This design comes from an exercise in tuning for small area and a short achievable clock period on the open sky130 flow, not from production work.

==> inputs of run a <==
// lj_pair_top
module lj_pair_top (
	input  logic                                   clk,
	input  logic                                   rst_n,
	input  logic                                   pair_valid,
	input  logic                                   pair_last,
	input  logic [3*lj_pkg::CELL_ID_WIDTH-1:0]     home_cell,
	input  logic [3*lj_pkg::CELL_ID_WIDTH-1:0]     nbr_cell,
	input  logic [3*lj_pkg::CELL_POS_WIDTH-1:0]    home_pos,
	input  logic [3*lj_pkg::CELL_POS_WIDTH-1:0]    nbr_pos,
	output logic                                   force_valid,
	output logic signed [lj_pkg::ACC_WIDTH-1:0]    force_x,
	output logic signed [lj_pkg::ACC_WIDTH-1:0]    force_y,
	output logic signed [lj_pkg::ACC_WIDTH-1:0]    force_z,
	output logic [lj_pkg::COUNT_WIDTH-1:0]         pair_count
);
	localparam int MW = MAG_WIDTH;
	localparam int CW = CMAG_WIDTH;
	localparam int QW = QH_WIDTH;
	logic [2:0]        ok0;
	logic [2:0]        neg0;
	logic [3*MW-1:0]   mag0;
	genvar a;
	generate
		for (a = 0; a < 3; a++) begin : g_axis
			pair_decode dec_i (
				.hc(home_cell[a*CELL_ID_WIDTH +: CELL_ID_WIDTH]),
				.nc(nbr_cell[a*CELL_ID_WIDTH +: CELL_ID_WIDTH]),
				.hp(home_pos[a*CELL_POS_WIDTH +: CELL_POS_WIDTH]),
				.np(nbr_pos[a*CELL_POS_WIDTH +: CELL_POS_WIDTH]),
				.ok(ok0[a]), .neg(neg0[a]), .mag(mag0[a*MW +: MW])
			);
		end
	endgenerate
	logic              v1, last1;
	logic [2:0]        neg1;
	logic [3*MW-1:0]   mag1;
	always_ff @(posedge clk or negedge rst_n) begin
		if (!rst_n) begin
			v1    <= 1'b0;
			last1 <= 1'b0;
		end else begin
			v1    <= pair_valid & (&ok0);
			last1 <= pair_valid & pair_last;
		end
	end
	always_ff @(posedge clk) begin
		neg1 <= neg0;
		mag1 <= mag0;
	end
	logic [13:0]       r2;
	logic              en1;
	lj_sumsq sumsq_i (.a(mag1[0 +: MW]), .b(mag1[MW +: MW]), .c(mag1[2*MW +: MW]), .r2(r2));
	assign en1 = v1 & (r2[13:12] == 2'b00) & (r2[11:4] != 8'd0);    
	logic              en2, last2;
	logic [7:0]        tab2;
  ...
make LEC_CHECK=0 CAP_MARGIN=20 CORE_MARGIN=2 CORE_UTILIZATION=40 SLEW_MARGIN=20 finish   # period 9.5 ns
run.sh (not shown) runs the stock make flow with config.mk's settings and CLKGATE_MAP_FILE= SYNTH_SCRIPT=/design/flow/synth_recipe.tcl, a recipe that flattens the netlist after the stock synthesis.
==> run b (differences from run a) <==
--- a/flow/design.v
+++ b/flow/design.v
@@ -46,11 +46,12 @@
 endmodule
 module lj_sumsq (
 	input  logic [5:0]  a,
 	input  logic [5:0]  b,
 	input  logic [5:0]  c,
-	output logic [13:0] r2
+	output logic [13:0] ra,      
+	output logic [13:0] rb
 );
 	logic t1;
 	logic t2;
 	logic t3;
 	logic t4;
@@ -322,12 +323,12 @@
 	assign t133 = (t111 & t112) | (t111 & t92) | (t112 & t92);
 	assign t134 = t113 ^ t114 ^ t96;
 	assign t135 = (t113 & t114) | (t113 & t96) | (t114 & t96);
 	assign t136 = t115 ^ t95 ^ t97;
 	assign t137 = (t115 & t95) | (t115 & t97) | (t95 & t97);
-	assign r2 = {1'b0, t137, t135, t133, t131, t129, t127, t125, t123, t121, t119, t118, t117, t116}
-	          + {1'b0, 1'b0, t136, t134, t132, t130, t128, t126, t124, t122, t120, c[1], 1'b0, c[0]};
+	assign ra = {1'b0, t137, t135, t133, t131, t129, t127, t125, t123, t121, t119, t118, t117, t116};
+	assign rb = {1'b0, 1'b0, t136, t134, t132, t130, t128, t126, t124, t122, t120, c[1], 1'b0, c[0]};
 endmodule
 `default_nettype wire
 `timescale 1ns/1ns
 `default_nettype none
 import lj_pkg::*;
@@ -599,11 +600,11 @@
 			8'd255: begin t_sign = 1'b1; t_mag = 14'd324; end   
 			default: begin t_sign = 1'b0; t_mag = 14'd0; end
 		endcase
 	end
 	assign csign = t_sign;
-	assign cmag  = en ? t_mag : '0;
+	assign cmag  = t_mag & {CMAG_WIDTH{en}};
 endmodule
 module lj_mul (
 	input  logic [13:0] c,
 	input  logic [5:0]  m,
 	output logic [19:0] q
@@ -993,20 +994,40 @@
 import lj_pkg::*;
 module force_accumulate (
 	input  logic                                clk,
 	input  logic                                clr,
 	input  logic                                s,
-	input  logic                                lz,       
-	input  logic [lj_pkg::QH_WIDTH-1:0]         qh,       
+	input  logic                                cin,      
+	input  logic [lj_pkg::QH_WIDTH-1:0]         x,        
 	output logic [lj_pkg::ACC_WIDTH-1:0]        acc
 );
-	logic [ACC_WIDTH-1:0]         term;
+	localparam int HW = ACC_WIDTH - QH_WIDTH;        
 	logic [ACC_WIDTH-1:0]         base;
-	assign term = {{(ACC_WIDTH-QH_WIDTH){s}}, qh ^ {QH_WIDTH{s}}};
+	logic [QH_WIDTH+1:0]          lo;              
+	logic                         c;
+	logic                         inc;
+	logic                         dec;
+	logic [HW-1:0]                hi;
+	logic [HW:0]                  all1;            
+	logic [HW:0]                  all0;            
 	assign base = clr ? '0 : acc;
+	assign lo   = {1'b0, base[QH_WIDTH-1:0], 1'b1} + {1'b0, x, cin};
+	assign c    = lo[QH_WIDTH+1];
+	assign inc  = c & ~s;
+	assign dec  = s & ~c;
+	assign hi   = base[ACC_WIDTH-1:QH_WIDTH];
+	assign all1[0] = 1'b1;
+	assign all0[0] = 1'b1;
+	genvar i;
+	generate
+		for (i = 0; i < HW; i++) begin : g_hi
+			assign all1[i+1] = all1[i] & hi[i];
+			assign all0[i+1] = all0[i] & ~hi[i];
+		end
+	endgenerate
 	always_ff @(posedge clk) begin
-		acc <= base + term + {{(ACC_WIDTH-1){1'b0}}, s & lz};
+		acc <= {hi ^ (({HW{inc}} & all1[HW-1:0]) | ({HW{dec}} & all0[HW-1:0])), lo[QH_WIDTH:1]};
 	end
 endmodule
 `default_nettype wire
 `timescale 1ns/1ns
 `default_nettype none
@@ -1058,35 +1079,42 @@
 	end
 	always_ff @(posedge clk) begin
 		neg1 <= neg0;
 		mag1 <= mag0;
 	end
-	logic [13:0]       r2;
-	logic              en1;
-	lj_sumsq sumsq_i (.a(mag1[0 +: MW]), .b(mag1[MW +: MW]), .c(mag1[2*MW +: MW]), .r2(r2));
-	assign en1 = v1 & (r2[13:12] == 2'b00) & (r2[11:4] != 8'd0);    
-	logic              en2, last2;
-	logic [7:0]        tab2;
+	logic [13:0]       ra1, rb1;                   
+	logic              big1;                       
+	lj_sumsq sumsq_i (.a(mag1[0 +: MW]), .b(mag1[MW +: MW]), .c(mag1[2*MW +: MW]),
+		.ra(ra1), .rb(rb1));
+	assign big1 = (mag1[5:2] != 4'd0) | (mag1[MW+5:MW+2] != 4'd0) | (mag1[2*MW+5:2*MW+2] != 4'd0);
+	logic              v2, last2, big2;
+	logic [13:0]       ra2, rb2;
 	logic [2:0]        neg2;
 	logic [3*MW-1:0]   mag2;
 	always_ff @(posedge clk or negedge rst_n) begin
 		if (!rst_n) begin
-			en2   <= 1'b0;
+			v2    <= 1'b0;
 			last2 <= 1'b0;
 		end else begin
-			en2   <= en1;
+			v2    <= v1;
 			last2 <= last1;
 		end
 	end
 	always_ff @(posedge clk) begin
-		tab2 <= r2[11:4];
+		big2 <= big1;
+		ra2  <= ra1;
+		rb2  <= rb1;
 		neg2 <= neg1;
 		mag2 <= mag1;
 	end
+	logic [13:0]       r2;
+	logic              en2;
 	logic              csign;
 	logic [CW-1:0]     cmag;
-	force_execute coef_i (.en(en2), .tab(tab2), .csign(csign), .cmag(cmag));
+	assign r2  = ra2 + rb2;
+	assign en2 = v2 & (r2[13:12] == 2'b00) & (big2 | r2[4]);
+	force_execute coef_i (.en(en2), .tab(r2[11:4]), .csign(csign), .cmag(cmag));
 	logic              en3, last3;
 	logic [2:0]        s3;
 	logic [CW-1:0]     cmag3;
 	logic [3*MW-1:0]   mag3;
 	always_ff @(posedge clk or negedge rst_n) begin
@@ -1101,54 +1129,60 @@
 	always_ff @(posedge clk) begin
 		s3    <= neg2 ^ {3{csign}};
 		cmag3 <= cmag;
 		mag3  <= mag2;
 	end
-	logic [3*QW-1:0]   qh3;
-	logic [2:0]        lz3;
+	logic [3*QW-1:0]   x3;
+	logic [2:0]        cin3;
 	generate
 		for (a = 0; a < 3; a++) begin : g_mul
 			logic [PROD_WIDTH-1:0] q;
 			lj_mul mul_i (.c(cmag3), .m(mag3[a*MW +: MW]), .q(q));
-			assign qh3[a*QW +: QW] = q[PROD_WIDTH-1:FORCE_SHIFT];
-			assign lz3[a]          = (q[FORCE_SHIFT-1:0] == '0);
+			assign x3[a*QW +: QW] = q[PROD_WIDTH-1:FORCE_SHIFT] ^ {QW{s3[a]}};
+			assign cin3[a]        = s3[a] & (q[FORCE_SHIFT-1:0] == '0);
 		end
 	endgenerate
 	logic              en4, last4;
 	logic [2:0]        s4;
-	logic [2:0]        lz4;
-	logic [3*QW-1:0]   qh4;
+	logic [2:0]        cin4;
+	logic [3*QW-1:0]   x4;
 	always_ff @(posedge clk or negedge rst_n) begin
 		if (!rst_n) begin
 			en4   <= 1'b0;
 			last4 <= 1'b0;
 		end else begin
 			en4   <= en3;
 			last4 <= last3;
 		end
 	end
 	always_ff @(posedge clk) begin
-		s4  <= s3;
-		lz4 <= lz3;
-		qh4 <= qh3;
+		s4   <= s3;
+		cin4 <= cin3;
+		x4   <= x3;
 	end
-	logic              clr;
+	logic              clr_x, clr_y, clr_z, clr_n;    
 	always_ff @(posedge clk or negedge rst_n) begin
 		if (!rst_n) begin
 			force_valid <= 1'b0;
-			clr         <= 1'b1;
+			clr_x       <= 1'b1;
+			clr_y       <= 1'b1;
+			clr_z       <= 1'b1;
+			clr_n       <= 1'b1;
 		end else begin
 			force_valid <= last4;
-			clr         <= last4 | (clr & ~en4);
+			clr_x       <= last4 | (clr_x & ~en4);
+			clr_y       <= last4 | (clr_y & ~en4);
+			clr_z       <= last4 | (clr_z & ~en4);
+			clr_n       <= last4 | (clr_n & ~en4);
 		end
 	end
-	force_accumulate acc_x (.clk(clk), .clr(clr), .s(s4[2]), .lz(lz4[2]),
-		.qh(qh4[2*QW +: QW]), .acc(force_x));
-	force_accumulate acc_y (.clk(clk), .clr(clr), .s(s4[1]), .lz(lz4[1]),
-		.qh(qh4[QW +: QW]), .acc(force_y));
-	force_accumulate acc_z (.clk(clk), .clr(clr), .s(s4[0]), .lz(lz4[0]),
-		.qh(qh4[0 +: QW]), .acc(force_z));
+	force_accumulate acc_x (.clk(clk), .clr(clr_x), .s(s4[2]), .cin(cin4[2]),
+		.x(x4[2*QW +: QW]), .acc(force_x));
+	force_accumulate acc_y (.clk(clk), .clr(clr_y), .s(s4[1]), .cin(cin4[1]),
+		.x(x4[QW +: QW]), .acc(force_y));
+	force_accumulate acc_z (.clk(clk), .clr(clr_z), .s(s4[0]), .cin(cin4[0]),
+		.x(x4[0 +: QW]), .acc(force_z));
 	always_ff @(posedge clk) begin
-		pair_count <= (clr ? '0 : pair_count) + {{(COUNT_WIDTH-1){1'b0}}, en4};
+		pair_count <= (clr_n ? '0 : pair_count) + {{(COUNT_WIDTH-1){1'b0}}, en4};
 	end
 endmodule
 `default_nettype wire
--- a/flow/config.mk
+++ b/flow/config.mk
@@ -5,7 +5,8 @@
 export SDC_FILE = /design/flow/constraint.sdc
 export NUM_CORES = 4
 export LEC_CHECK = 0
 export CAP_MARGIN = 20
 export CORE_MARGIN = 2
-export CORE_UTILIZATION = 40
+export CORE_UTILIZATION = 60
+export SETUP_SLACK_MARGIN = 5
 export SLEW_MARGIN = 20
==> flow_summary.toml <==
[status]
status = "finished clean"

[clocking]
clk_pin_slew_ns = 0.06

[setup_path]
cp.required_ns = 10.00
r2r_setup_slack_ns = 5.16
path_max_fanout = 14

[synthesis]
ys_top_cells_by_area = "dfxtp_1 (21%), fa_1 (16%), ha_1 (10%)"
synth_nets = 3150

[route]
met3_length_um = 2460

[global_routing]
met3_usage = 0.0332
grt_pass1_wl_um = 90200

[layout]
antennaDiodeCount = 1
final_cell_mix = "inv_1 (318), and2_1 (256), dfxtp_1 (231)"
(the above is from run b)
==> flow_summary.toml <==
[route]
wire_per_inst_um = 15.2
met3_length_um = 1920

[setup_path]
path_max_fanout = 12
slowest_stage = "xnor2_1"
r2r_setup_slack_ns = 3.15

[synthesis]
ys_top_cells_by_area = "dfxtp_1 (21%), fa_1 (16%), ha_1 (12%)"

[global_routing]
grt_pass1_wl_um = 93100
met3_usage = 0.0236

[layout]
antennaDiodeCount = 0
final_cell_mix = "inv_1 (321), dfxtp_1 (244), ha_1 (228)"

[status]
status = "finished clean"
(the above is from run a)
No functional check of the RTL was part of any run of this note.

re-timing with driven ports:
The results above use ideal ports. As a check the final layouts listed here were re-extracted and re-timed, cells and wires unchanged. Step 1: set_driving_cell puts a clkbuf_16 on clk and a buf_2 on each other input, an assumption about the parent block. Step 2 times the ports against the registers' clock, not the clock port: input delays grow and output delays shrink by t, the midpoint of the rising clock arrivals with the driver on. Slacks: no drivers / after step 1 / after step 2; pairs: no drivers / after step 1.
run | t (ns) | setup slack, ns | clock arrival spread, ns | worst slew at a driven data input, ns
run a | 0.599 | 3.153 / 3.153 / 3.153 | 0.027 / 0.027 | 0.04
run b | 0.625 | 5.164 / 5.164 / 4.596 | 0.030 / 0.029 | 0.04
After both steps setup and hold are still met in every run listed. The setup slack of run b, which loses most, moves by 0.000 ns with the drivers and by -0.568 ns with both steps.
